Source: an optimization exercise on an open RTL-to-GDS flow (aim: small area, a short achievable clock period and few clock cycles per item). Production flows keep margins and buffers that such runs may drop.
Function was checked by simulation only, so behaviour that the tests miss may differ from the original.

==> flow/design.v, too long to show whole: its modules and the start of the top module <==
// module svf_multichannel: 184 lines
// module svf_benc: 16 lines
// module svf_fa: 4 lines
// module svf_ha: 4 lines
// module svf_mac_f: 548 lines
// module svf_mac_q: 514 lines
module svf_multichannel #(
  parameter int SAMPLE_BITS = 16,
  parameter int CHANNELS    = 4,
  parameter int COEF_BITS   = 18
) (
  input  logic                            clk,
  input  logic                            rst,
  input  logic                            sample_clk,
  input  logic [CHANNELS*SAMPLE_BITS-1:0] in_data,
  input  logic [CHANNELS*COEF_BITS-1:0]   F,
  input  logic [CHANNELS*COEF_BITS-1:0]   Q1,
  input  logic [CHANNELS*2-1:0]           mode,
  input  logic [CHANNELS-1:0]             clear,
  output logic [CHANNELS*SAMPLE_BITS-1:0] out_data,
  output logic                            out_valid,
  output logic                            busy,
  output logic                            overrun
);
  // ...
==> flow/flow/run.sh <==
#!/bin/bash
# The standard layout (standard synthesis included), with timing repair asked to
# leave more setup slack than the default, so that paths end up shorter than the period.
set -euo pipefail
bash standard.sh SETUP_SLACK_MARGIN=7.5 finish > standard_flow.log 2>&1
==> flow/standard.sh <==
#!/bin/bash
# synth_recipe.tcl (not shown) runs the flow's synth.tcl, then flattens the netlist and writes it again
# the make line also repeats each setting of config.mk as NAME=value (left out here)
make -C /OpenROAD-flow-scripts/flow DESIGN_CONFIG=/design/flow/config.mk WORK_HOME=/design/flow/orfs CLKGATE_MAP_FILE= SYNTH_SCRIPT=/design/flow/synth_recipe.tcl "${@:-finish}"
==> flow/config.mk <==
export PLATFORM = sky130hd
export DESIGN_NAME = svf_multichannel
export DESIGN_NICKNAME = svf_multichannel
export VERILOG_FILES = /design/flow/design.v
export SDC_FILE = /design/flow/constraint.sdc
export NUM_CORES = 4
export LEC_CHECK = 0
export CAP_MARGIN = 20
export CORE_MARGIN = 2
export CORE_UTILIZATION = 40
export SLEW_MARGIN = 20
export SYNTH_HIERARCHICAL = 1
==> flow/constraint.sdc <==
create_clock -name core_clock -period 12.0 [get_ports {clk}]
set_input_delay 2.4000 -clock core_clock [delete_from_list [all_inputs] [get_ports {clk}]]
set_output_delay 2.4000 -clock core_clock [all_outputs]
set_load 0.01 [all_outputs]
==> summary.txt, run 1 <==
* Outcome: no timing/DRC/antenna violations
* Crit path depth at 18
* Inverters at 92
* Worst Reg-to-Reg Cells at 18
* Hold path depth at 0
* TritonCTS clock tree: built
* Ys flop type: dfxtp_1
* CP cell instances: buf_12, buf_4, a22oi_2, xnor2_1, ha_1, fa_2, fa_1, fa_1, fa_1, ha_2, a21o_1, a211o_1, a21oi_2, o21ai_2, nor3_4, buf_12, o31ai_4, xor2_1
* Largest net degree at the start of global routing at 60
* Initial Utilization at 0.403
* Pre-CTS WS at 6.23 ns
* Height of the die at 338 um
* CTS sink cnt at 627
* ANT nets after route at 0
* Clock Tree Root: clkbuf_16
* Critical Path RT at around 12 ns
* Synth warn at 24
* RSZ-0062 raised after global routing: true
* Io pins at 290
* Bufs w/o clock at 596
* CTS Buffer Depth at 3
* Worst Skew at 0.0309 ns
* Worst Path Arrival at 5.60 ns
* Synth cell count leaders: xnor2_1, a22oi_1, dfxtp_1
* Adder-cell share of the synthesized area at 0.265
* DR WL met2 at between 60 and 70 mm
* Routability Congestion at 0.911
* Die area at 0.114 mm^2
* Fraction of area in multi-input gates at 0.560
* Final Cycle Share at 0.435
* Synth top area share at 0.213
* Finished Cell Area at 0.0568 mm^2
Testbench counts, summed over its fixed seeds: cycles 22,408, frames 3,200.
==> module svf_multichannel, before the edit <==
module svf_multichannel #(
  parameter int SAMPLE_BITS = 16,
  parameter int CHANNELS    = 4,
  parameter int COEF_BITS   = 18
) (
  input  logic                            clk,
  input  logic                            rst,
  input  logic                            sample_clk,
  input  logic [CHANNELS*SAMPLE_BITS-1:0] in_data,
  input  logic [CHANNELS*COEF_BITS-1:0]   F,
  input  logic [CHANNELS*COEF_BITS-1:0]   Q1,
  input  logic [CHANNELS*2-1:0]           mode,
  input  logic [CHANNELS-1:0]             clear,
  output logic [CHANNELS*SAMPLE_BITS-1:0] out_data,
  output logic                            out_valid,
  output logic                            busy,
  output logic                            overrun
);
  localparam int W = 19;
  function automatic logic [15:0] clamp16(input logic [W-1:0] v);
    if (v[18:15] == 4'b0000 || v[18:15] == 4'b1111) clamp16 = v[15:0];
    else clamp16 = v[18] ? 16'h8000 : 16'h7fff;
  endfunction
  logic       sc_hist_reg, busy_reg, out_valid_reg, overrun_reg, zero_reg;
  logic [2:0] ph_reg;
  logic       edge_seen, start;
  assign edge_seen = sample_clk & ~sc_hist_reg;
  assign start     = edge_seen & ~busy_reg;
  assign busy      = busy_reg;
  assign out_valid = out_valid_reg;
  assign overrun   = overrun_reg;
  always_ff @(posedge clk) begin
    if (rst) begin
      sc_hist_reg   <= 1'b0;
      busy_reg      <= 1'b0;
      out_valid_reg <= 1'b0;
      overrun_reg   <= 1'b0;
      zero_reg      <= 1'b1;
      ph_reg        <= 3'd0;
    end else begin
      sc_hist_reg   <= sample_clk;
      overrun_reg   <= edge_seen & busy_reg;
      out_valid_reg <= 1'b0;
      if (start) begin
        busy_reg <= 1'b1;
        ph_reg   <= 3'd1;
      end else if (busy_reg) begin
        ph_reg <= ph_reg + 3'd1;
        if (ph_reg == 3'd6) begin
          busy_reg      <= 1'b0;
          out_valid_reg <= 1'b1;
        end
        if (ph_reg == 3'd4) zero_reg <= 1'b0;
      end
    end
  end
  wire lp_shift = busy_reg & ~ph_reg[2] | busy_reg & (ph_reg == 3'd4);   
  wire bp_shift = busy_reg;                                            
  logic [15:0] fx_reg [4];
  logic [17:0] ff_reg [1:3];
  logic [17:0] fq_reg [1:3];
  logic [1:0]  fm_reg [4];
  logic        fc_reg [4];
  logic [26:0] fd_reg, qd_reg;
  logic [26:0] fd_next, qd_next;
  svf_benc u_encf (.b(busy_reg ? ff_reg[1] : F[17:0]), .d(fd_next));
  svf_benc u_encq (.b(busy_reg ? fq_reg[1] : Q1[17:0]), .d(qd_next));
  always_ff @(posedge clk) begin
    fd_reg <= fd_next;
    qd_reg <= qd_next;
    for (int i = 0; i < 3; i++) begin
      if (busy_reg) begin
        fx_reg[i] <= fx_reg[i+1];
        fm_reg[i] <= fm_reg[i+1];
        fc_reg[i] <= fc_reg[i+1];
      end else begin
        fx_reg[i] <= in_data[16*i +: 16];
        fm_reg[i] <= mode[2*i +: 2];
        fc_reg[i] <= clear[i];
      end
    end
    for (int i = 1; i < 3; i++) begin
      if (busy_reg) begin
        ff_reg[i] <= ff_reg[i+1];
        fq_reg[i] <= fq_reg[i+1];
      end else begin
        ff_reg[i] <= F[18*i +: 18];
        fq_reg[i] <= Q1[18*i +: 18];
      end
    end
    fx_reg[3] <= in_data[48 +: 16];
    ff_reg[3] <= F[54 +: 18];
    fq_reg[3] <= Q1[54 +: 18];
    fm_reg[3] <= mode[6 +: 2];
    fc_reg[3] <= clear[3];
  end
  logic [W-1:0] lp_reg [4];
  logic [W-1:0] bp_reg [4];
  logic [W-1:0] lpn, bpn;
  logic         zero_head, head_in;
  assign head_in   = busy_reg & ~ph_reg[2];                
  assign zero_head = zero_reg | (busy_reg ? fc_reg[1] : clear[0]);
  always_ff @(posedge clk) begin
    if (lp_shift | start) begin
      if (start) lp_reg[0] <= zero_head ? '0 : lp_reg[0];
      else       lp_reg[0] <= (head_in & zero_head) ? '0 : lp_reg[1];
    end
    if (lp_shift) begin
      for (int i = 1; i < 3; i++) lp_reg[i] <= lp_reg[i+1];
      lp_reg[3] <= lpn;
    end
    if (bp_shift | start) begin
      if (start) bp_reg[0] <= zero_head ? '0 : bp_reg[0];
      else       bp_reg[0] <= (head_in & zero_head) ? '0 : bp_reg[1];
    end
    if (bp_shift) begin
      for (int i = 1; i < 3; i++) bp_reg[i] <= bp_reg[i+1];
      bp_reg[3] <= bpn;
    end
  end
  logic [W-1:0] q1v;
  svf_mac_f u_macf (.a(bp_reg[0]), .one(fd_reg[8:0]), .two(fd_reg[17:9]), .neg(fd_reg[26:18]),
                    .c(lp_reg[0]), .y(lpn));
  svf_mac_q u_macq (.a(bp_reg[0]), .one(qd_reg[8:0]), .two(qd_reg[17:9]), .neg(qd_reg[26:18]),
                    .y(q1v));
  logic [W-1:0] q2_reg, bp2_reg;
  logic [15:0]  x2_reg;
  logic [26:0]  fd2_reg;
  logic [1:0]   m2_reg;
  always_ff @(posedge clk) begin
    q2_reg  <= q1v;
    bp2_reg <= bp_reg[0];
    x2_reg  <= fx_reg[0];
    fd2_reg <= fd_reg;
    m2_reg  <= fm_reg[0];
  end
  wire [W-1:0] lp2_reg = lp_reg[3];
  logic [W-1:0] x2, hp2, notch2, cs_s, cs_c;
  logic [19:0]  hp_sum, notch_sum;
  logic [15:0]  sel2;
  assign x2 = {{3{x2_reg[15]}}, x2_reg};
  assign cs_s = x2 ^ ~lp2_reg ^ ~q2_reg;
  assign cs_c = (x2 & ~lp2_reg) | (x2 & ~q2_reg) | (~lp2_reg & ~q2_reg);
  assign hp_sum    = {cs_s, 1'b1} + {cs_c[17:0], 1'b1, 1'b1};
  assign hp2       = hp_sum[19:1];
  assign notch_sum = {x2, 1'b1} + {~q2_reg, 1'b1};
  assign notch2    = notch_sum[19:1];
  always_comb begin
    case (m2_reg)
      2'b01:   sel2 = clamp16(hp2);
      2'b11:   sel2 = clamp16(notch2);
      default: sel2 = clamp16(lp2_reg);
    endcase
  end
  logic [W-1:0] hp3_reg, bp3_reg;
  logic [26:0]  fd3_reg;
  logic [15:0]  sel3_reg;
  logic         isbp3_reg;
  always_ff @(posedge clk) begin
    hp3_reg   <= hp2;
    bp3_reg   <= bp2_reg;
    fd3_reg   <= fd2_reg;
    sel3_reg  <= sel2;
    isbp3_reg <= (m2_reg == 2'b10);
  end
  svf_mac_f u_macb (.a(hp3_reg), .one(fd3_reg[8:0]), .two(fd3_reg[17:9]), .neg(fd3_reg[26:18]),
                    .c(bp3_reg), .y(bpn));
  logic [15:0] out_reg [3];
  logic [15:0] osel_reg, out3;
  logic        obp_reg;
  assign out3 = obp_reg ? clamp16(bp_reg[3]) : osel_reg;
  always_ff @(posedge clk) begin
    for (int i = 0; i < 2; i++) out_reg[i] <= out_reg[i+1];
    out_reg[2] <= out3;
    osel_reg   <= sel3_reg;
    obp_reg    <= isbp3_reg;
  end
  generate
    for (genvar gi = 0; gi < 3; gi++) begin : g_out
      assign out_data[gi*SAMPLE_BITS +: SAMPLE_BITS] = out_reg[gi];
    end
  endgenerate
  assign out_data[3*SAMPLE_BITS +: SAMPLE_BITS] = out3;
endmodule
==> run 2, diff against run 1 <==
--- a/flow/design.v
+++ b/flow/design.v
@@ -11,17 +11,18 @@
   input  logic [CHANNELS*COEF_BITS-1:0]   Q1,
   input  logic [CHANNELS*2-1:0]           mode,
   input  logic [CHANNELS-1:0]             clear,
   output logic [CHANNELS*SAMPLE_BITS-1:0] out_data,
   output logic                            out_valid,
   output logic                            busy,
   output logic                            overrun
 );
-  localparam int W = 19;
+  localparam int W  = 19;
+  localparam int SP = 15;   
   function automatic logic [15:0] clamp16(input logic [W-1:0] v);
     if (v[18:15] == 4'b0000 || v[18:15] == 4'b1111) clamp16 = v[15:0];
     else clamp16 = v[18] ? 16'h8000 : 16'h7fff;
   endfunction
   logic       sc_hist_reg, busy_reg, out_valid_reg, overrun_reg, zero_reg;
   logic [2:0] ph_reg;
   logic       edge_seen, start;
   assign edge_seen = sample_clk & ~sc_hist_reg;
@@ -41,26 +42,26 @@
       sc_hist_reg   <= sample_clk;
       overrun_reg   <= edge_seen & busy_reg;
       out_valid_reg <= 1'b0;
       if (start) begin
         busy_reg <= 1'b1;
         ph_reg   <= 3'd1;
       end else if (busy_reg) begin
         ph_reg <= ph_reg + 3'd1;
-        if (ph_reg == 3'd6) begin
+        if (ph_reg == 3'd7) begin
           busy_reg      <= 1'b0;
           out_valid_reg <= 1'b1;
         end
         if (ph_reg == 3'd4) zero_reg <= 1'b0;
       end
     end
   end
-  wire lp_shift = busy_reg & ~ph_reg[2] | busy_reg & (ph_reg == 3'd4);   
-  wire bp_shift = busy_reg;                                            
+  wire lp_shift = busy_reg & ~(ph_reg[2] & ph_reg[1]);   
+  wire bp_shift = busy_reg;                               
   logic [15:0] fx_reg [4];
   logic [17:0] ff_reg [1:3];
   logic [17:0] fq_reg [1:3];
   logic [1:0]  fm_reg [4];
   logic        fc_reg [4];
   logic [26:0] fd_reg, qd_reg;
   logic [26:0] fd_next, qd_next;
   svf_benc u_encf (.b(busy_reg ? ff_reg[1] : F[17:0]), .d(fd_next));
@@ -113,79 +114,92 @@
       if (start) bp_reg[0] <= zero_head ? '0 : bp_reg[0];
       else       bp_reg[0] <= (head_in & zero_head) ? '0 : bp_reg[1];
     end
     if (bp_shift) begin
       for (int i = 1; i < 3; i++) bp_reg[i] <= bp_reg[i+1];
       bp_reg[3] <= bpn;
     end
   end
-  logic [W-1:0] q1v;
+  logic [35-SP:0] fs1, fc1;
+  logic [34-SP:0] qs1, qc1;
+  logic           fl1, ql1;
   svf_mac_f u_macf (.a(bp_reg[0]), .one(fd_reg[8:0]), .two(fd_reg[17:9]), .neg(fd_reg[26:18]),
-                    .c(lp_reg[0]), .y(lpn));
+                    .c(lp_reg[0]), .ys(fs1), .yc(fc1), .cl(fl1));
   svf_mac_q u_macq (.a(bp_reg[0]), .one(qd_reg[8:0]), .two(qd_reg[17:9]), .neg(qd_reg[26:18]),
-                    .y(q1v));
-  logic [W-1:0] q2_reg, bp2_reg;
-  logic [15:0]  x2_reg;
-  logic [26:0]  fd2_reg;
-  logic [1:0]   m2_reg;
+                    .ys(qs1), .yc(qc1), .cl(ql1));
+  logic [35-SP:0] fs2_reg, fc2_reg;
+  logic [34-SP:0] qs2_reg, qc2_reg;
+  logic           fl2_reg, ql2_reg;
+  logic [W-1:0]   bp2_reg;
+  logic [15:0]    x2_reg;
+  logic [26:0]    fd2_reg;
+  logic [1:0]     m2_reg;
   always_ff @(posedge clk) begin
-    q2_reg  <= q1v;
+    fs2_reg <= fs1;
+    fc2_reg <= fc1;
+    fl2_reg <= fl1;
+    qs2_reg <= qs1;
+    qc2_reg <= qc1;
+    ql2_reg <= ql1;
     bp2_reg <= bp_reg[0];
     x2_reg  <= fx_reg[0];
     fd2_reg <= fd_reg;
     m2_reg  <= fm_reg[0];
   end
-  wire [W-1:0] lp2_reg = lp_reg[3];
-  logic [W-1:0] x2, hp2, notch2, cs_s, cs_c;
-  logic [19:0]  hp_sum, notch_sum;
-  logic [15:0]  sel2;
+  logic [W-1:0] x2, hp2;
   assign x2 = {{3{x2_reg[15]}}, x2_reg};
-  assign cs_s = x2 ^ ~lp2_reg ^ ~q2_reg;
-  assign cs_c = (x2 & ~lp2_reg) | (x2 & ~q2_reg) | (~lp2_reg & ~q2_reg);
-  assign hp_sum    = {cs_s, 1'b1} + {cs_c[17:0], 1'b1, 1'b1};
-  assign hp2       = hp_sum[19:1];
-  assign notch_sum = {x2, 1'b1} + {~q2_reg, 1'b1};
-  assign notch2    = notch_sum[19:1];
-  always_comb begin
-    case (m2_reg)
-      2'b01:   sel2 = clamp16(hp2);
-      2'b11:   sel2 = clamp16(notch2);
-      default: sel2 = clamp16(lp2_reg);
-    endcase
-  end
+  svf_s2 u_s2 (.fs(fs2_reg), .fc(fc2_reg), .fl(fl2_reg), .qs(qs2_reg), .qc(qc2_reg),
+               .ql(ql2_reg), .x(x2), .lpn(lpn), .hp(hp2));
   logic [W-1:0] hp3_reg, bp3_reg;
   logic [26:0]  fd3_reg;
-  logic [15:0]  sel3_reg;
-  logic         isbp3_reg;
+  logic [1:0]   m3_reg;
   always_ff @(posedge clk) begin
-    hp3_reg   <= hp2;
-    bp3_reg   <= bp2_reg;
-    fd3_reg   <= fd2_reg;
-    sel3_reg  <= sel2;
-    isbp3_reg <= (m2_reg == 2'b10);
+    hp3_reg <= hp2;
+    bp3_reg <= bp2_reg;
+    fd3_reg <= fd2_reg;
+    m3_reg  <= m2_reg;
   end
+  logic [W-1:0] notch3, sel3;
+  assign notch3 = hp3_reg + lp_reg[3];
+  always_comb begin
+    case (m3_reg)
+      2'b01:   sel3 = hp3_reg;
+      2'b11:   sel3 = notch3;
+      default: sel3 = lp_reg[3];
+    endcase
+  end
+  logic [35-SP:0] bs3, bc3;
+  logic           bl3;
   svf_mac_f u_macb (.a(hp3_reg), .one(fd3_reg[8:0]), .two(fd3_reg[17:9]), .neg(fd3_reg[26:18]),
-                    .c(bp3_reg), .y(bpn));
-  logic [15:0] out_reg [3];
-  logic [15:0] osel_reg, out3;
-  logic        obp_reg;
-  assign out3 = obp_reg ? clamp16(bp_reg[3]) : osel_reg;
+                    .c(bp3_reg), .ys(bs3), .yc(bc3), .cl(bl3));
+  logic [35-SP:0] bs4_reg, bc4_reg;
+  logic           bl4_reg;
+  logic [15:0]    sel4_reg;
+  logic           isbp4_reg;
+  always_ff @(posedge clk) begin
+    bs4_reg   <= bs3;
+    bc4_reg   <= bc3;
+    bl4_reg   <= bl3;
+    sel4_reg  <= clamp16(sel3);
+    isbp4_reg <= (m3_reg == 2'b10);
+  end
+  logic [35-SP:0] bp_sum;
+  assign bp_sum = bs4_reg + bc4_reg + (36-SP)'(bl4_reg);
+  assign bpn    = bp_sum[35-SP:17-SP];
+  logic [15:0] out_reg [4];
   always_ff @(posedge clk) begin
-    for (int i = 0; i < 2; i++) out_reg[i] <= out_reg[i+1];
-    out_reg[2] <= out3;
-    osel_reg   <= sel3_reg;
-    obp_reg    <= isbp3_reg;
+    for (int i = 0; i < 3; i++) out_reg[i] <= out_reg[i+1];
+    out_reg[3] <= isbp4_reg ? clamp16(bpn) : sel4_reg;
   end
   generate
-    for (genvar gi = 0; gi < 3; gi++) begin : g_out
+    for (genvar gi = 0; gi < CHANNELS; gi++) begin : g_out
       assign out_data[gi*SAMPLE_BITS +: SAMPLE_BITS] = out_reg[gi];
     end
   endgenerate
-  assign out_data[3*SAMPLE_BITS +: SAMPLE_BITS] = out3;
 endmodule
 module svf_benc (
   input  logic [17:0] b,
   output logic [26:0] d
 );
   always_comb begin
     for (int i = 0; i < 9; i++) begin
       logic b2, b1, b0;
@@ -201,17 +215,17 @@
 module svf_fa (input logic a, input logic b, input logic c, output logic s, output logic co);
   assign s  = a ^ b ^ c;
   assign co = (a & b) | (a & c) | (b & c);
 endmodule
 module svf_ha (input logic a, input logic b, output logic s, output logic co);
   assign s  = a ^ b;
   assign co = a & b;
 endmodule
-module svf_mac_f (input logic [18:0] a, input logic [8:0] one, two, neg, input logic [18:0] c, output logic [18:0] y);
+module svf_mac_f (input logic [18:0] a, input logic [8:0] one, two, neg, input logic [18:0] c, output logic [20:0] ys, yc, output logic cl);
   wire [20:0] ae = {{2{a[18]}}, a};
   wire p0_0 = (one[0] & ae[0]) ^ neg[0];
   wire p0_1 = ((one[0] & ae[1]) | (two[0] & ae[0])) ^ neg[0];
   wire p0_2 = ((one[0] & ae[2]) | (two[0] & ae[1])) ^ neg[0];
   wire p0_3 = ((one[0] & ae[3]) | (two[0] & ae[2])) ^ neg[0];
   wire p0_4 = ((one[0] & ae[4]) | (two[0] & ae[3])) ^ neg[0];
   wire p0_5 = ((one[0] & ae[5]) | (two[0] & ae[4])) ^ neg[0];
   wire p0_6 = ((one[0] & ae[6]) | (two[0] & ae[5])) ^ neg[0];
@@ -746,20 +760,22 @@
   wire t347, t348;
   svf_fa u_t347 (.a(t278), .b(t279), .c(1'b1), .s(t347), .co(t348));
   wire t349, t350;
   svf_fa u_t349 (.a(t280), .b(t281), .c(c[17]), .s(t349), .co(t350));
   wire t351, t352;
   svf_fa u_t351 (.a(t282), .b(t283), .c(1'b1), .s(t351), .co(t352));
   wire [35:0] ra = {t350, t348, t346, t344, t342, t340, t338, t336, t334, t332, t330, t328, t326, t324, t322, t320, t318, t316, t314, t312, t310, t308, t306, t304, t302, t300, t298, t296, t294, t292, t290, t288, t286, t285, p0_1, p0_0};
   wire [35:0] rb = {t351, t349, t347, t345, t343, t341, t339, t337, t335, t333, t331, t329, t327, t325, t323, t321, t319, t317, t315, t313, t311, t309, t307, t305, t303, t301, t299, t297, t295, t293, t291, t289, t287, neg[1], 1'b0, neg[0]};
-  wire [35:0] s = ra + rb;
-  assign y = s[35:17];
+  wire [15:0] sl = {1'b0, ra[14:0]} + {1'b0, rb[14:0]};
+  assign cl = sl[15];
+  assign ys = ra[35:15];
+  assign yc = rb[35:15];
 endmodule
-module svf_mac_q (input logic [18:0] a, input logic [8:0] one, two, neg, output logic [18:0] y);
+module svf_mac_q (input logic [18:0] a, input logic [8:0] one, two, neg, output logic [19:0] ys, yc, output logic cl);
   wire [20:0] ae = {{2{a[18]}}, a};
   wire p0_0 = (one[0] & ae[0]) ^ neg[0];
   wire p0_1 = ((one[0] & ae[1]) | (two[0] & ae[0])) ^ neg[0];
   wire p0_2 = ((one[0] & ae[2]) | (two[0] & ae[1])) ^ neg[0];
   wire p0_3 = ((one[0] & ae[3]) | (two[0] & ae[2])) ^ neg[0];
   wire p0_4 = ((one[0] & ae[4]) | (two[0] & ae[3])) ^ neg[0];
   wire p0_5 = ((one[0] & ae[5]) | (two[0] & ae[4])) ^ neg[0];
   wire p0_6 = ((one[0] & ae[6]) | (two[0] & ae[5])) ^ neg[0];
@@ -1260,11 +1276,183 @@
   wire t313, t314;
   svf_fa u_t313 (.a(t248), .b(t249), .c(p8_16), .s(t313), .co(t314));
   wire t315, t316;
   svf_fa u_t315 (.a(t250), .b(t251), .c(1'b1), .s(t315), .co(t316));
   wire t317, t318;
   svf_fa u_t317 (.a(t252), .b(~p7_20), .c(p8_18), .s(t317), .co(t318));
   wire [34:0] ra = {t316, t314, t312, t310, t308, t306, t304, t302, t300, t298, t296, t294, t292, t290, t288, t286, t284, t282, t280, t278, t276, t274, t272, t270, t268, t266, t264, t262, t260, t258, t256, t254, t253, p0_1, p0_0};
   wire [34:0] rb = {t317, t315, t313, t311, t309, t307, t305, t303, t301, t299, t297, t295, t293, t291, t289, t287, t285, t283, t281, t279, t277, t275, t273, t271, t269, t267, t265, t263, t261, t259, t257, t255, neg[1], 1'b0, neg[0]};
-  wire [34:0] s = ra + rb;
-  assign y = s[34:16];
+  wire [15:0] sl = {1'b0, ra[14:0]} + {1'b0, rb[14:0]};
+  assign cl = sl[15];
+  assign ys = ra[34:15];
+  assign yc = rb[34:15];
+endmodule
+module svf_s2 (input logic [20:0] fs, fc, input logic fl,
+               input logic [19:0] qs, qc, input logic ql,
+               input logic [18:0] x, output logic [18:0] lpn, hp);
+  wire [2:0] fl_sum = {1'b0, fs[1:0]} + {1'b0, fc[1:0]} + 3'(fl);
+  wire c1 = fl_sum[2];
+  wire [1:0] ql_sum = {1'b0, qs[0:0]} + {1'b0, qc[0:0]} + 2'(ql);
+  wire c2 = ql_sum[1];
+  wire [18:0] fsh = fs[20:2], fch = fc[20:2];
+  wire [18:0] qsh = qs[19:1], qch = qc[19:1];
+  wire [19:0] lp_sum = {fsh, c1} + {fch, c1};
+  assign lpn = lp_sum[19:1];
+  wire [18:0] nfs = ~fsh, nfc = ~fch, nqs = ~qsh, nqc = ~qch;
+  wire h1, h2;
+  svf_ha u_h1 (.a(x[0]), .b(nfs[0]), .s(h1), .co(h2));
+  wire h3, h4;
+  svf_ha u_h3 (.a(x[1]), .b(nfs[1]), .s(h3), .co(h4));
+  wire h5, h6;
+  svf_fa u_h5 (.a(h1), .b(nfc[0]), .c(nqs[0]), .s(h5), .co(h6));
+  wire h7, h8;
+  svf_fa u_h7 (.a(h2), .b(h3), .c(nfc[1]), .s(h7), .co(h8));
+  wire h9, h10;
+  svf_ha u_h9 (.a(nqs[1]), .b(nqc[1]), .s(h9), .co(h10));
+  wire h11, h12;
+  svf_fa u_h11 (.a(h4), .b(x[2]), .c(nfs[2]), .s(h11), .co(h12));
+  wire h13, h14;
+  svf_fa u_h13 (.a(nfc[2]), .b(nqs[2]), .c(nqc[2]), .s(h13), .co(h14));
+  wire h15, h16;
+  svf_fa u_h15 (.a(x[3]), .b(nfs[3]), .c(nfc[3]), .s(h15), .co(h16));
+  wire h17, h18;
+  svf_ha u_h17 (.a(nqs[3]), .b(nqc[3]), .s(h17), .co(h18));
+  wire h19, h20;
+  svf_fa u_h19 (.a(x[4]), .b(nfs[4]), .c(nfc[4]), .s(h19), .co(h20));
+  wire h21, h22;
+  svf_ha u_h21 (.a(nqs[4]), .b(nqc[4]), .s(h21), .co(h22));
+  wire h23, h24;
+  svf_fa u_h23 (.a(x[5]), .b(nfs[5]), .c(nfc[5]), .s(h23), .co(h24));
+  wire h25, h26;
+  svf_ha u_h25 (.a(nqs[5]), .b(nqc[5]), .s(h25), .co(h26));
+  wire h27, h28;
+  svf_fa u_h27 (.a(x[6]), .b(nfs[6]), .c(nfc[6]), .s(h27), .co(h28));
+  wire h29, h30;
+  svf_ha u_h29 (.a(nqs[6]), .b(nqc[6]), .s(h29), .co(h30));
+  wire h31, h32;
+  svf_fa u_h31 (.a(x[7]), .b(nfs[7]), .c(nfc[7]), .s(h31), .co(h32));
+  wire h33, h34;
+  svf_ha u_h33 (.a(nqs[7]), .b(nqc[7]), .s(h33), .co(h34));
+  wire h35, h36;
+  svf_fa u_h35 (.a(x[8]), .b(nfs[8]), .c(nfc[8]), .s(h35), .co(h36));
+  wire h37, h38;
+  svf_ha u_h37 (.a(nqs[8]), .b(nqc[8]), .s(h37), .co(h38));
+  wire h39, h40;
+  svf_fa u_h39 (.a(x[9]), .b(nfs[9]), .c(nfc[9]), .s(h39), .co(h40));
+  wire h41, h42;
+  svf_ha u_h41 (.a(nqs[9]), .b(nqc[9]), .s(h41), .co(h42));
+  wire h43, h44;
+  svf_fa u_h43 (.a(x[10]), .b(nfs[10]), .c(nfc[10]), .s(h43), .co(h44));
+  wire h45, h46;
+  svf_ha u_h45 (.a(nqs[10]), .b(nqc[10]), .s(h45), .co(h46));
+  wire h47, h48;
+  svf_fa u_h47 (.a(x[11]), .b(nfs[11]), .c(nfc[11]), .s(h47), .co(h48));
+  wire h49, h50;
+  svf_ha u_h49 (.a(nqs[11]), .b(nqc[11]), .s(h49), .co(h50));
+  wire h51, h52;
+  svf_fa u_h51 (.a(x[12]), .b(nfs[12]), .c(nfc[12]), .s(h51), .co(h52));
+  wire h53, h54;
+  svf_ha u_h53 (.a(nqs[12]), .b(nqc[12]), .s(h53), .co(h54));
+  wire h55, h56;
+  svf_fa u_h55 (.a(x[13]), .b(nfs[13]), .c(nfc[13]), .s(h55), .co(h56));
+  wire h57, h58;
+  svf_ha u_h57 (.a(nqs[13]), .b(nqc[13]), .s(h57), .co(h58));
+  wire h59, h60;
+  svf_fa u_h59 (.a(x[14]), .b(nfs[14]), .c(nfc[14]), .s(h59), .co(h60));
+  wire h61, h62;
+  svf_ha u_h61 (.a(nqs[14]), .b(nqc[14]), .s(h61), .co(h62));
+  wire h63, h64;
+  svf_fa u_h63 (.a(x[15]), .b(nfs[15]), .c(nfc[15]), .s(h63), .co(h64));
+  wire h65, h66;
+  svf_ha u_h65 (.a(nqs[15]), .b(nqc[15]), .s(h65), .co(h66));
+  wire h67, h68;
+  svf_fa u_h67 (.a(x[16]), .b(nfs[16]), .c(nfc[16]), .s(h67), .co(h68));
+  wire h69, h70;
+  svf_ha u_h69 (.a(nqs[16]), .b(nqc[16]), .s(h69), .co(h70));
+  wire h71, h72;
+  svf_fa u_h71 (.a(x[17]), .b(nfs[17]), .c(nfc[17]), .s(h71), .co(h72));
+  wire h73, h74;
+  svf_ha u_h73 (.a(nqs[17]), .b(nqc[17]), .s(h73), .co(h74));
+  wire h75, h76;
+  svf_fa u_h75 (.a(x[18]), .b(nfs[18]), .c(nfc[18]), .s(h75), .co(h76));
+  wire h77, h78;
+  svf_ha u_h77 (.a(nqs[18]), .b(nqc[18]), .s(h77), .co(h78));
+  wire h79, h80;
+  svf_ha u_h79 (.a(h5), .b(nqc[0]), .s(h79), .co(h80));
+  wire h81, h82;
+  svf_fa u_h81 (.a(h6), .b(h7), .c(h9), .s(h81), .co(h82));
+  wire h83, h84;
+  svf_fa u_h83 (.a(h8), .b(h10), .c(h11), .s(h83), .co(h84));
+  wire h85, h86;
+  svf_fa u_h85 (.a(h12), .b(h14), .c(h15), .s(h85), .co(h86));
+  wire h87, h88;
+  svf_fa u_h87 (.a(h16), .b(h18), .c(h19), .s(h87), .co(h88));
+  wire h89, h90;
+  svf_fa u_h89 (.a(h20), .b(h22), .c(h23), .s(h89), .co(h90));
+  wire h91, h92;
+  svf_fa u_h91 (.a(h24), .b(h26), .c(h27), .s(h91), .co(h92));
+  wire h93, h94;
+  svf_fa u_h93 (.a(h28), .b(h30), .c(h31), .s(h93), .co(h94));
+  wire h95, h96;
+  svf_fa u_h95 (.a(h32), .b(h34), .c(h35), .s(h95), .co(h96));
+  wire h97, h98;
+  svf_fa u_h97 (.a(h36), .b(h38), .c(h39), .s(h97), .co(h98));
+  wire h99, h100;
+  svf_fa u_h99 (.a(h40), .b(h42), .c(h43), .s(h99), .co(h100));
+  wire h101, h102;
+  svf_fa u_h101 (.a(h44), .b(h46), .c(h47), .s(h101), .co(h102));
+  wire h103, h104;
+  svf_fa u_h103 (.a(h48), .b(h50), .c(h51), .s(h103), .co(h104));
+  wire h105, h106;
+  svf_fa u_h105 (.a(h52), .b(h54), .c(h55), .s(h105), .co(h106));
+  wire h107, h108;
+  svf_fa u_h107 (.a(h56), .b(h58), .c(h59), .s(h107), .co(h108));
+  wire h109, h110;
+  svf_fa u_h109 (.a(h60), .b(h62), .c(h63), .s(h109), .co(h110));
+  wire h111, h112;
+  svf_fa u_h111 (.a(h64), .b(h66), .c(h67), .s(h111), .co(h112));
+  wire h113, h114;
+  svf_fa u_h113 (.a(h68), .b(h70), .c(h71), .s(h113), .co(h114));
+  wire h115, h116;
+  svf_fa u_h115 (.a(h72), .b(h74), .c(h75), .s(h115), .co(h116));
+  wire h117, h118;
+  svf_ha u_h117 (.a(h79), .b(~c1), .s(h117), .co(h118));
+  wire h119, h120;
+  svf_fa u_h119 (.a(h80), .b(h81), .c(1'b1), .s(h119), .co(h120));
+  wire h121, h122;
+  svf_fa u_h121 (.a(h82), .b(h83), .c(h13), .s(h121), .co(h122));
+  wire h123, h124;
+  svf_fa u_h123 (.a(h84), .b(h85), .c(h17), .s(h123), .co(h124));
+  wire h125, h126;
+  svf_fa u_h125 (.a(h86), .b(h87), .c(h21), .s(h125), .co(h126));
+  wire h127, h128;
+  svf_fa u_h127 (.a(h88), .b(h89), .c(h25), .s(h127), .co(h128));
+  wire h129, h130;
+  svf_fa u_h129 (.a(h90), .b(h91), .c(h29), .s(h129), .co(h130));
+  wire h131, h132;
+  svf_fa u_h131 (.a(h92), .b(h93), .c(h33), .s(h131), .co(h132));
+  wire h133, h134;
+  svf_fa u_h133 (.a(h94), .b(h95), .c(h37), .s(h133), .co(h134));
+  wire h135, h136;
+  svf_fa u_h135 (.a(h96), .b(h97), .c(h41), .s(h135), .co(h136));
+  wire h137, h138;
+  svf_fa u_h137 (.a(h98), .b(h99), .c(h45), .s(h137), .co(h138));
+  wire h139, h140;
+  svf_fa u_h139 (.a(h100), .b(h101), .c(h49), .s(h139), .co(h140));
+  wire h141, h142;
+  svf_fa u_h141 (.a(h102), .b(h103), .c(h53), .s(h141), .co(h142));
+  wire h143, h144;
+  svf_fa u_h143 (.a(h104), .b(h105), .c(h57), .s(h143), .co(h144));
+  wire h145, h146;
+  svf_fa u_h145 (.a(h106), .b(h107), .c(h61), .s(h145), .co(h146));
+  wire h147, h148;
+  svf_fa u_h147 (.a(h108), .b(h109), .c(h65), .s(h147), .co(h148));
+  wire h149, h150;
+  svf_fa u_h149 (.a(h110), .b(h111), .c(h69), .s(h149), .co(h150));
+  wire h151, h152;
+  svf_fa u_h151 (.a(h112), .b(h113), .c(h73), .s(h151), .co(h152));
+  wire h153, h154;
+  svf_fa u_h153 (.a(h114), .b(h115), .c(h77), .s(h153), .co(h154));
+  wire [18:0] hra = {h152, h150, h148, h146, h144, h142, h140, h138, h136, h134, h132, h130, h128, h126, h124, h122, h120, h118, h117};
+  wire [18:0] hrb = {h153, h151, h149, h147, h145, h143, h141, h139, h137, h135, h133, h131, h129, h127, h125, h123, h121, h119, ~c2};
+  assign hp = hra + hrb;
 endmodule
==> flow/flow/run.sh (replaced) <==
#!/bin/bash
# The standard layout (standard synthesis included), with two changes to how the
# layout is made: timing repair is asked to leave more setup slack than the default,
# so that paths end up well inside the period, and the port buffers are buf_1 cells.
set -euo pipefail
bash standard.sh SETUP_SLACK_MARGIN=8 "BUFFER_PORTS_ARGS=-buffer_cell sky130_fd_sc_hd__buf_1" finish > standard_flow.log 2>&1
==> run 2 against run 1 <==
Against the previous run:
- still clean
- wire length fell by 3.9%
- synthesized cell count rose by 1.1%
- register-to-register slack improved by 1.3 ns
- area after synthesis rose by 9.2%
- non-clock buffer count fell by 174
- clock skew rose by 0.029 ns
- critical path depth fell by 7
- global-route usage fell by 3.1 points
- largest cell class unchanged
- highest routed layer is now met5
==> summary.txt, run 2 <==
* Initial antenna violation count at 7
* Post-Syn Area at roughly 0.05 mm^2
* Adder-cell share of the synthesized area at 0.259 (-0.00547)
* Count leader, synth: dfxtp_1
* Final cell count without fillers at 5,797
* Routability Congestion at 0.860 (-5.6%)
* Average cell area after synthesis at 12.0 um^2
* CP max-delay cell: fa_1
* Final hold vios at 0
* Synth top area share at 0.240 (+0.0269)
* Synth warn at 24 (unchanged)
* Row count at 128
* TritonCTS clock tree: built
* Fill count at roughly 11,000
* Wire length per cell at 23.0 um
* Most frequent cells in the layout: xnor2_1, dfxtp_1, fa_1, a22oi_1, buf_1
* Syn Inst Count at roughly 4,000
* TritonRoute pass-1 iters at 6
* Largest stage delay on the critical path at 0.53 ns
* Placed cell areas at 0.0490 mm^2
* FMAX at approximately 250 MHz
* Avg Vias per Cell at approximately 5.4
* Final min period at slightly below 4 ns
* Seq cells post-synth at 736
* Critical Path RT at 12.56 ns (+0.18 ns)
* Worst Skew at 0.0603 ns (+0.0294 ns)
* Outcome: no timing/DRC/antenna violations
* Crit path depth at 11 (-7)
* Commonest non-fill, non-tap cell in the layout: xnor2_1
* Buf/Inv on CP at 1
* CP startpoint kind: flop
* Die area at 0.125 mm^2 (+9.1%)
* Global-route wire length before repair at 200 mm
* Finished Cell Area at 0.0527 mm^2 (-7.2%)
* Final nets at 5,038
* Worst Max-Slew Pin Slew at 1.14 ns
* Share of layout cells above drive strength 1 at 0.148
* CTS sink cnt at 736 (+17%)
* Total gr overflow at 0
* Slew HR at 0.238
* ANT nets after route at 0 (unchanged)
* Post-synth EDFFs at 152
* Worst Path Arrival at 4.48 ns (-1.12 ns)
* CP delay by family, top: adder cells
* Initial Utilization at 0.402 (-0.00130)
* H-tree levels at 3
* Io pins at 290 (unchanged)
* # DRC at 0
* Hold Crit Class: reg -> reg
* WL final at 133 mm
* # Max-Cap Violations at 0
* Ys async rst share at 0
* Fin Setup TNS at 0 ns
* Cell variety after synth at 92
* Core area at 0.121 mm^2
* RR Endpoint: hp3_reg[13]$_DFF_P_
* CP cell instances: inv_1, fa_1, fa_1, fa_1, ha_1, nand4_1, o211ai_1, or3_1, o221ai_2, nand2b_1, xor2_1
* Largest family of logic cells by synthesized area: adder cells
* Critical Path End Type: flop
* Worst Reg-to-Reg Cells at 11 (-7)
* Slew Limit Fails at 0
* Mux cell area share after synthesis at 0.0407
* Ys flop type: dfxtp_1
* Crit Path Max Fanout at 7
* Simple-gate share of the synthesized area at 0.0360
* Placed insts at 5,606
* Top cell by count, worst path: fa_1
* Final Cycle Share at 0.327 (-0.108)
* Crit Path Category: reg -> reg
* IO Port Bufs at 289
* Hpwl dp at 90.8 mm
* Synth cell count leaders: dfxtp_1, xnor2_1, fa_1
* Post-synthesis xor/xnor area fraction at 0.109
* RSZ-0062 raised after global routing: true
* Final core occ at 0.435
* Initial DRC Count at 2,561
* Post-synthesis sequential area ratio at 0.334
* Compound-Gate Fraction of Synth Area at 0.136
* Die W at 353 um
* Layout overhead on the synthesized area at 8.30%
* Reg-to-reg setup timing slack at just over 8 ns
* Final setup vio count at 0
* CTS Buffer Depth at 3 (unchanged)
* Clock latency (worst-skew pair) at roughly 0.70 ns
* Setup crit end: hp3_reg[13]$_DFF_P_
* Vias in the first global route at between 30,000 and 40,000
* GR Util All Layers at 0.209
* Area leader, netlist: dfxtp_1
* Clock Tree Root: clkbuf_16
* Hold_buf cts at 0
* Largest cells by area after synthesis: dfxtp_1, fa_1, xnor2_1
* Clk pin slew, worst setup/hold paths at 0.07 ns
* Launch point of the critical path: fc2_reg[10]$_DFF_P_
* Height of the die at 353 um (+4.4%)
* Reg2reg start: fc2_reg[10]$_DFF_P_
* Total CTS buffers at 80
* Vias at 31,300
* Largest net degree at the start of global routing at 177 (+200%)
-- run 2: changes by cell type after synthesis, sizes merged, moves of 26 or more --
| cell | change |
|---|---|
| a21oi | -36 |
| buf | +328 |
| clkbuf | -217 |
| dfxtp | +109 |
| fa | +39 |
| inv | +60 |
| nand2 | -26 |
| nor2 | -33 |
-- run 2: worst min-delay path by stage --
stage / cells past startpoint / endpoint / startpoint / slack (ns)
3_3_place_gp: 0 / fd3_reg[8]$_DFF_P_ / fd2_reg[8]$_DFF_P_ / 0.31
4_1_cts: 0 / bp3_reg[4]$_DFF_P_ / bp2_reg[4]$_DFF_P_ / 0.32
3_5_place_dp: 0 / bp3_reg[17]$_DFF_P_ / bp2_reg[17]$_DFF_P_ / 0.31
2_1_floorplan: 0 / bp3_reg[0]$_DFF_P_ / bp2_reg[0]$_DFF_P_ / 0.31
6_report: 0 / bp3_reg[4]$_DFF_P_ / bp2_reg[4]$_DFF_P_ / 0.32
5_1_grt: 0 / bp3_reg[4]$_DFF_P_ / bp2_reg[4]$_DFF_P_ / 0.32
-- run 2: layer usage --
metal | vias to the layer above | wire length [um] | track usage
met2 | 1412 | 61300 | 0.332
met3 | 239 | 10800 | 0.0467
met4 | 4 | 3450 | 0.0503
met5 | - | 25 | 0
li1 | 13900 | - | -
met1 | 15700 | 57700 | 0.288
-- run 2: layout make-up --
cell class / instances / area [um^2] / area share
multi-input combinational: 2712 / 28500 / 0.541
sequential: 736 / 16300 / 0.310
timing repair buffer: 422 / 2460 / 0.0466
clock buffer: 103 / 2210 / 0.0420
tap: 1625 / 2030 / 0.0386
clock inverter: 45 / 594 / 0.0113
inverter: 153 / 577 / 0.0109
antenna: 1 / 2.50 / 0.0000475
-- run 2: metrics by stage --
step | worst slack (ns) | hold WS [ns]
2_1_floorplan | 8.27 | 0.310
3_3_place_gp | 7.63 | 0.310
3_5_place_dp | 7.64 | 0.312
4_1_cts | 7.98 | 0.317
5_1_grt | 7.92 | 0.316
6_report | 8.08 | 0.317
-- run 2: worst reg2reg max path, delay by kind of cell (launching register included) --
kind,cells,cell delay [ns]
adder cells (fa/ha/maj),4,1.92
buffers and inverters,1,0.09
AO/OA/AOI/OAI,2,0.40
XOR/XNOR,1,0.28
AND/OR/NAND/NOR,3,0.67
flip-flops,1,0.42
-- run 2: repair_timing --
| item | CTS | global route |
|---|---|---|
| setup endpoints to repair | 36 | 33 |
| gates resized for setup | 37 | 80 |
| pin swaps | 2 | 21 |
| cloned | 0 | 8 |
| setup buffers | 3 | 29 |
-- run 2: kinds of logic after synthesis --
kind of cell               count (synthesis)
AOI/OAI and AO/OA                        847
xor gates and xnor gates                 606
adders and majority gates                710
buffers and inverters                    616
DFF                                      736
muxes                                    177
other                                      4
and+or+nand+nor                          345
-- run 2: Yosys stat by module, one instance, submodules excluded, a selection --
module	cells inside	cell area, um^2
svf_mac_f	536	4330
svf_fa	1	20.0
svf_ha	1	12.5
svf_mac_q	532	4370
svf_benc	43	299
svf_s2	358	2320
Testbench counts of run 2, summed over its fixed seeds: cycles 25,608, frames 3,200.
==> run 3, diff against run 2 <==
--- a/flow/design.v
+++ b/flow/design.v
@@ -145,27 +145,27 @@
     fd2_reg <= fd_reg;
     m2_reg  <= fm_reg[0];
   end
-  logic [W-1:0] x2, hp2;
+  logic [W-1:0] x2, hp2, notch2, sel2;
   assign x2 = {{3{x2_reg[15]}}, x2_reg};
   svf_s2 u_s2 (.fs(fs2_reg), .fc(fc2_reg), .fl(fl2_reg), .qs(qs2_reg), .qc(qc2_reg),
-               .ql(ql2_reg), .x(x2), .lpn(lpn), .hp(hp2));
+               .ql(ql2_reg), .x(x2), .lpn(lpn), .hp(hp2), .notch(notch2));
+  always_comb begin
+    case (m2_reg)
+      2'b01:   sel2 = hp2;
+      2'b11:   sel2 = notch2;
+      default: sel2 = lpn;
+    endcase
+  end
   logic [W-1:0] hp3_reg, bp3_reg;
   logic [26:0]  fd3_reg;
-  logic [1:0]   m3_reg;
+  logic [W-1:0] sel3_reg;
+  logic         isbp3_reg;
   always_ff @(posedge clk) begin
-    hp3_reg <= hp2;
-    bp3_reg <= bp2_reg;
-    fd3_reg <= fd2_reg;
-    m3_reg  <= m2_reg;
-  end
-  logic [W-1:0] notch3, sel3;
-  assign notch3 = hp3_reg + lp_reg[3];
-  always_comb begin
-    case (m3_reg)
-      2'b01:   sel3 = hp3_reg;
-      2'b11:   sel3 = notch3;
-      default: sel3 = lp_reg[3];
-    endcase
+    hp3_reg   <= hp2;
+    bp3_reg   <= bp2_reg;
+    fd3_reg   <= fd2_reg;
+    sel3_reg  <= sel2;
+    isbp3_reg <= (m2_reg == 2'b10);
   end
   logic [35-SP:0] bs3, bc3;
   logic           bl3;
@@ -179,8 +179,8 @@
     bs4_reg   <= bs3;
     bc4_reg   <= bc3;
     bl4_reg   <= bl3;
-    sel4_reg  <= clamp16(sel3);
-    isbp4_reg <= (m3_reg == 2'b10);
+    sel4_reg  <= clamp16(sel3_reg);
+    isbp4_reg <= isbp3_reg;
   end
   logic [35-SP:0] bp_sum;
   assign bp_sum = bs4_reg + bc4_reg + (36-SP)'(bl4_reg);
@@ -1288,7 +1288,7 @@
 endmodule
 module svf_s2 (input logic [20:0] fs, fc, input logic fl,
                input logic [19:0] qs, qc, input logic ql,
-               input logic [18:0] x, output logic [18:0] lpn, hp);
+               input logic [18:0] x, output logic [18:0] lpn, hp, notch);
   wire [2:0] fl_sum = {1'b0, fs[1:0]} + {1'b0, fc[1:0]} + 3'(fl);
   wire c1 = fl_sum[2];
   wire [1:0] ql_sum = {1'b0, qs[0:0]} + {1'b0, qc[0:0]} + 2'(ql);
@@ -1455,4 +1455,85 @@
   wire [18:0] hra = {h152, h150, h148, h146, h144, h142, h140, h138, h136, h134, h132, h130, h128, h126, h124, h122, h120, h118, h117};
   wire [18:0] hrb = {h153, h151, h149, h147, h145, h143, h141, h139, h137, h135, h133, h131, h129, h127, h125, h123, h121, h119, ~c2};
   assign hp = hra + hrb;
+  wire n1, n2;
+  svf_ha u_n1 (.a(x[0]), .b(nqs[0]), .s(n1), .co(n2));
+  wire n3, n4;
+  svf_ha u_n3 (.a(n1), .b(nqc[0]), .s(n3), .co(n4));
+  wire n5, n6;
+  svf_fa u_n5 (.a(n2), .b(x[1]), .c(nqs[1]), .s(n5), .co(n6));
+  wire n7, n8;
+  svf_ha u_n7 (.a(x[2]), .b(nqs[2]), .s(n7), .co(n8));
+  wire n9, n10;
+  svf_ha u_n9 (.a(x[3]), .b(nqs[3]), .s(n9), .co(n10));
+  wire n11, n12;
+  svf_ha u_n11 (.a(x[4]), .b(nqs[4]), .s(n11), .co(n12));
+  wire n13, n14;
+  svf_ha u_n13 (.a(x[5]), .b(nqs[5]), .s(n13), .co(n14));
+  wire n15, n16;
+  svf_ha u_n15 (.a(x[6]), .b(nqs[6]), .s(n15), .co(n16));
+  wire n17, n18;
+  svf_ha u_n17 (.a(x[7]), .b(nqs[7]), .s(n17), .co(n18));
+  wire n19, n20;
+  svf_ha u_n19 (.a(x[8]), .b(nqs[8]), .s(n19), .co(n20));
+  wire n21, n22;
+  svf_ha u_n21 (.a(x[9]), .b(nqs[9]), .s(n21), .co(n22));
+  wire n23, n24;
+  svf_ha u_n23 (.a(x[10]), .b(nqs[10]), .s(n23), .co(n24));
+  wire n25, n26;
+  svf_ha u_n25 (.a(x[11]), .b(nqs[11]), .s(n25), .co(n26));
+  wire n27, n28;
+  svf_ha u_n27 (.a(x[12]), .b(nqs[12]), .s(n27), .co(n28));
+  wire n29, n30;
+  svf_ha u_n29 (.a(x[13]), .b(nqs[13]), .s(n29), .co(n30));
+  wire n31, n32;
+  svf_ha u_n31 (.a(x[14]), .b(nqs[14]), .s(n31), .co(n32));
+  wire n33, n34;
+  svf_ha u_n33 (.a(x[15]), .b(nqs[15]), .s(n33), .co(n34));
+  wire n35, n36;
+  svf_ha u_n35 (.a(x[16]), .b(nqs[16]), .s(n35), .co(n36));
+  wire n37, n38;
+  svf_ha u_n37 (.a(x[17]), .b(nqs[17]), .s(n37), .co(n38));
+  wire n39, n40;
+  svf_ha u_n39 (.a(x[18]), .b(nqs[18]), .s(n39), .co(n40));
+  wire n41, n42;
+  svf_ha u_n41 (.a(n3), .b(~c2), .s(n41), .co(n42));
+  wire n43, n44;
+  svf_fa u_n43 (.a(n4), .b(n5), .c(nqc[1]), .s(n43), .co(n44));
+  wire n45, n46;
+  svf_fa u_n45 (.a(n6), .b(n7), .c(nqc[2]), .s(n45), .co(n46));
+  wire n47, n48;
+  svf_fa u_n47 (.a(n8), .b(n9), .c(nqc[3]), .s(n47), .co(n48));
+  wire n49, n50;
+  svf_fa u_n49 (.a(n10), .b(n11), .c(nqc[4]), .s(n49), .co(n50));
+  wire n51, n52;
+  svf_fa u_n51 (.a(n12), .b(n13), .c(nqc[5]), .s(n51), .co(n52));
+  wire n53, n54;
+  svf_fa u_n53 (.a(n14), .b(n15), .c(nqc[6]), .s(n53), .co(n54));
+  wire n55, n56;
+  svf_fa u_n55 (.a(n16), .b(n17), .c(nqc[7]), .s(n55), .co(n56));
+  wire n57, n58;
+  svf_fa u_n57 (.a(n18), .b(n19), .c(nqc[8]), .s(n57), .co(n58));
+  wire n59, n60;
+  svf_fa u_n59 (.a(n20), .b(n21), .c(nqc[9]), .s(n59), .co(n60));
+  wire n61, n62;
+  svf_fa u_n61 (.a(n22), .b(n23), .c(nqc[10]), .s(n61), .co(n62));
+  wire n63, n64;
+  svf_fa u_n63 (.a(n24), .b(n25), .c(nqc[11]), .s(n63), .co(n64));
+  wire n65, n66;
+  svf_fa u_n65 (.a(n26), .b(n27), .c(nqc[12]), .s(n65), .co(n66));
+  wire n67, n68;
+  svf_fa u_n67 (.a(n28), .b(n29), .c(nqc[13]), .s(n67), .co(n68));
+  wire n69, n70;
+  svf_fa u_n69 (.a(n30), .b(n31), .c(nqc[14]), .s(n69), .co(n70));
+  wire n71, n72;
+  svf_fa u_n71 (.a(n32), .b(n33), .c(nqc[15]), .s(n71), .co(n72));
+  wire n73, n74;
+  svf_fa u_n73 (.a(n34), .b(n35), .c(nqc[16]), .s(n73), .co(n74));
+  wire n75, n76;
+  svf_fa u_n75 (.a(n36), .b(n37), .c(nqc[17]), .s(n75), .co(n76));
+  wire n77, n78;
+  svf_fa u_n77 (.a(n38), .b(n39), .c(nqc[18]), .s(n77), .co(n78));
+  wire [18:0] nra = {n76, n74, n72, n70, n68, n66, n64, n62, n60, n58, n56, n54, n52, n50, n48, n46, n44, n42, n41};
+  wire [18:0] nrb = {n77, n75, n73, n71, n69, n67, n65, n63, n61, n59, n57, n55, n53, n51, n49, n47, n45, n43, 1'b1};
+  assign notch = nra + nrb;
 endmodule
==> run 3 against run 2 <==
Against the previous run:
- via count increased by 0.47%
- critical path depth increased by 4
- setup slack got worse by 0.25 ns
- wire length decreased by 2.1%
- still clean
- global-route usage decreased by 0.34 points
- cell area increased by 1.8%
- largest cell class unchanged
- maximum frequency decreased by 5.9%
- clock skew increased by 0.010 ns
==> summary.txt, run 3 <==
* Crit Path Max Fanout at 5 (-2)
* Largest cells by area after synthesis: dfxtp_1, fa_1, xnor2_1
* Post-synthesis sequential area ratio at 0.337 (+0.00274)
* Die area at 0.126 mm^2 (+1.4%)
* Fill count at 11,400 (+0.32%)
* Initial antenna violation count at 5 (-2)
* Syn Inst Count at 4,102 (+1.5%)
* # Max-Cap Violations at 0 (unchanged)
* Final setup vio count at 0 (unchanged)
* Buf/Inv on CP at 4 (+3)
* Largest stage delay on the critical path at 0.58 ns (+0.05 ns)
* Crit Path Category: reg -> reg
* CP cell instances: inv_1, fa_1, fa_1, fa_1, ha_2, a21o_1, a21oi_1, o21bai_1, a21o_1, a31oi_4, buf_6, nor4b_4, or3_1, buf_4, buf_6
* Die W at 355 um (+0.68%)
* CP max-delay cell: fa_1
* Slew HR at 0.257 (+0.0184)
* ANT nets after route at 0 (unchanged)
* Hold path start: fx_reg[0][0]$_DFF_P_
* WL final at 130 mm (-2.1%)
* Vias at 31,400 (+0.47%)
* Largest net degree at the start of global routing at 177 (unchanged)
* Global-route wire length before repair at 200 mm (about the same)
* GR Util All Layers at 0.205 (-0.00344)
* Core area at 0.122 mm^2 (+0.79%)
* Hpwl dp at 90.5 mm (-0.26%)
* Hold path depth at 0 (unchanged)
* CP delay by family, top: adder cells
* Cell variety after synth at 73 (-21%)
* Critical Path RT at 12.57 ns (about the same)
* Final hold vios at 0 (unchanged)
* Row count at 128 (unchanged)
* Count leader, synth: dfxtp_1
* Clock latency (worst-skew pair) at 0.68 ns (-0.02 ns)
* Average cell area after synthesis at 12.0 um^2 (-0.12%)
* Ys flop type: dfxtp_1
* Final min period at 4.17 ns (+0.245 ns)
* Worst Path Arrival at 4.74 ns (+0.26 ns)
* Ys async rst share at 0 (unchanged)
* Layout overhead on the synthesized area at 8.71%
* Post-Syn Area at 0.0494 mm^2 (+1.4%)
* Final Cycle Share at 0.347 (+0.0204)
* Fin Setup TNS at 0 ns (unchanged)
* Reg-to-reg setup timing slack at 7.83 ns (-0.25 ns)
* Vias in the first global route at 33,500 (+3.2%)
* Synth top area share at 0.244 (+0.00402)
* Top cell by count, worst path: fa_1
* Seq cells post-synth at 754 (+2.4%)
* Wire length per cell at 22.2 um (-3.3%)
* H-tree levels at 3 (unchanged)
* TritonCTS clock tree: built
* Io pins at 290 (unchanged)
* IO Port Bufs at 289 (unchanged)
* Hold Crit Class: reg -> reg
* Worst Reg-to-Reg Cells at 15 (+4)
* Placed cell areas at 0.0498 mm^2 (+1.5%)
* Total CTS buffers at 82 (+2.5%)
* # DRC at 0 (unchanged)
* Initial DRC Count at 2,326 (-9.2%)
* Critical Path End Type: flop
* Height of the die at 355 um (+0.68%)
* RR Endpoint: hp3_reg[16]$_DFF_P_
* Post-synth EDFFs at 152 (unchanged)
* Worst Skew at 0.0703 ns (+0.00999 ns)
* Initial Utilization at 0.404 (+0.00236)
* Clock Tree Root: clkbuf_16
* CP startpoint kind: flop
* TritonRoute pass-1 iters at 6 (unchanged)
* Routability Congestion at 0.871 (+1.3%)
* Share of layout cells above drive strength 1 at 0.146 (-0.00177)
* Worst Max-Slew Pin Slew at 1.10 ns (-0.0377 ns)
* Hold Path End: x2_reg[0]$_DFF_P_
* CTS Buffer Depth at 3 (unchanged)
* Slew Limit Fails at 0 (unchanged)
* Commonest non-fill, non-tap cell in the layout: dfxtp_1
* Final nets at 5,146 (+2.1%)
* Synth warn at 24 (unchanged)
* Clk pin slew, worst setup/hold paths at 0.06 ns (about the same)
* Avg Vias per Cell at 5.35 (-0.80%)
* Finished Cell Area at 0.0537 mm^2 (+1.8%)
* Total gr overflow at 0 (unchanged)
* Outcome: no timing/DRC/antenna violations
* Reg2reg start: fs2_reg[10]$_DFF_P_
* CTS sink cnt at 754 (+2.4%)
* FMAX at 240 MHz (-5.9%)
* Synth cell count leaders: dfxtp_1, xnor2_1, fa_1
* Area leader, netlist: dfxtp_1
* Most frequent cells in the layout: dfxtp_1, xnor2_1, fa_1, a22oi_1, buf_1
* RSZ-0062 raised after global routing: true
==> run 3: cell count changes in the layout (fill, tap and decap cells not counted), moves of 14 or more <==
cell | previous run | this run
inv_1 | 151 | 129
dfxtp_1 | 551 | 568
nor2_1 | 62 | 79
fa_1 | 494 | 508
o21ai_0 | 64 | 78
o21ai_1 | 35 | 21
==> run 3: stage by stage <==
step                setup WS [ns]  hold slack [ns]  utilization  instances
global placement             7.58            0.311        0.408       5676
detailed placement           7.56            0.312        0.408       5676
CTS                          7.79            0.316        0.433       5842
floorplan                    8.03            0.310            -       4125
global route                 7.68            0.315        0.439       5868
finish                       7.83            0.320        0.439       5871
==> run 3: area by class of cell <==
class | count | area, um^2 | share of cell area
multi-input combinational | 2778 | 29200 | 0.545
sequential | 754 | 16700 | 0.311
timing repair buffer | 427 | 2430 | 0.0453
clock buffer | 112 | 2350 | 0.0438
tap | 1625 | 2030 | 0.0379
inverter | 132 | 495 | 0.00923
clock inverter | 39 | 425 | 0.00793
antenna | 4 | 10.0 | 0.000187
==> run 3: kinds of logic (layout without fill, tap and decap cells) <==
kind of cell / count (synthesis) / count (layout) / synth area share
AO/OA/AOI/OAI: 818 / 818 / 0.123
XOR/XNOR: 605 / 605 / 0.107
adder cells (fa/ha/maj): 748 / 748 / 0.268
buffers and inverters: 593 / 710 / 0.0818
flip-flops: 754 / 754 / 0.337
multiplexers: 185 / 185 / 0.0417
other: 4 / 31 / 0.000304
AND/OR/NAND/NOR: 395 / 395 / 0.0408
==> run 3: worst max path at each step <==
stage / to / start / cells after the start
floorplan: sel3_reg[16]$_DFF_P_ / fs2_reg[3]$_DFF_P_ / 15
global placement: sel3_reg[17]$_DFF_P_ / fs2_reg[2]$_DFF_P_ / 15
detailed placement: sel3_reg[17]$_DFF_P_ / fs2_reg[2]$_DFF_P_ / 15
CTS: sel3_reg[16]$_DFF_P_ / fs2_reg[2]$_DFF_P_ / 16
global route: sel3_reg[16]$_DFF_P_ / fs2_reg[2]$_DFF_P_ / 16
finish: hp3_reg[16]$_DFF_P_ / fs2_reg[10]$_DFF_P_ / 15
==> run 3: metal layers <==
metal  GRT usage  share of wire  up-vias
met2       0.336           0.47     1255
met4      0.0587          0.024        0
met5           0              0        -
met1       0.276           0.43    15900
li1            -              -    14100
met3      0.0393          0.071      205
==> run 3: timing repair <==
item / in CTS / in global routing
hold buffers: 0 / 0
pin swaps: 27 / 37
setup endpoints to repair: 51 / 49
buffers inserted: 15 / 21
gates cloned: 0 / 4
gates resized for setup: 75 / 102
==> run 3: modules after synthesis (local to each module, per instance) <==
module	copies in the design	flops+latches	cells inside
svf_mac_f	2	0	536
svf_multichannel	1	754	1336
svf_fa	513	0	1
svf_s2	1	0	449
svf_ha	114	0	1
svf_mac_q	1	0	532
svf_benc	2	0	43
Testbench counts of run 3, summed over its fixed seeds: cycles 25,608, frames 3,200.

==> separate check: timing with driven ports <==
No port has a modelled driver above. Below, the same layouts with a new extraction and two added sets of constraints. Step 1 (the two cells are an assumption about what drives the block):
set clk [get_ports {clk}]
set_driving_cell -lib_cell sky130_fd_sc_hd__clkbuf_16 $clk
set_driving_cell -lib_cell sky130_fd_sc_hd__buf_2 [delete_from_list [all_inputs] $clk]
Step 2 adds t to the input delays and takes it off the output delays; t is the mean of the earliest and latest rising clock arrival at the registers after step 1. Input paths then give back, and output paths get back, about the clock's delay inside the block. a / b / c = ideal ports / drivers / drivers and shift; a / b = the first two.
| run | t (ns) | setup slack, ns | worst register clock-pin slew, ns | worst slew at a driven data input, ns | pins driven straight from the clock port |
|---|---|---|---|---|---|
| run 1 | 0.695 | 6.784 / 6.784 / 6.784 | 0.07 / 0.07 | 0.06 | 1 |
| run 2 | 0.730 | 8.076 / 8.076 / 7.974 | 0.08 / 0.08 | 0.10 | 1 |
| run 3 | 0.716 | 7.831 / 7.831 / 7.748 | 0.07 / 0.07 | 0.07 | 1 |
After both steps every run listed still meets setup and hold. The setup slack of run 2, which loses most, moves by 0.000 ns with the drivers and by -0.102 ns with both steps.
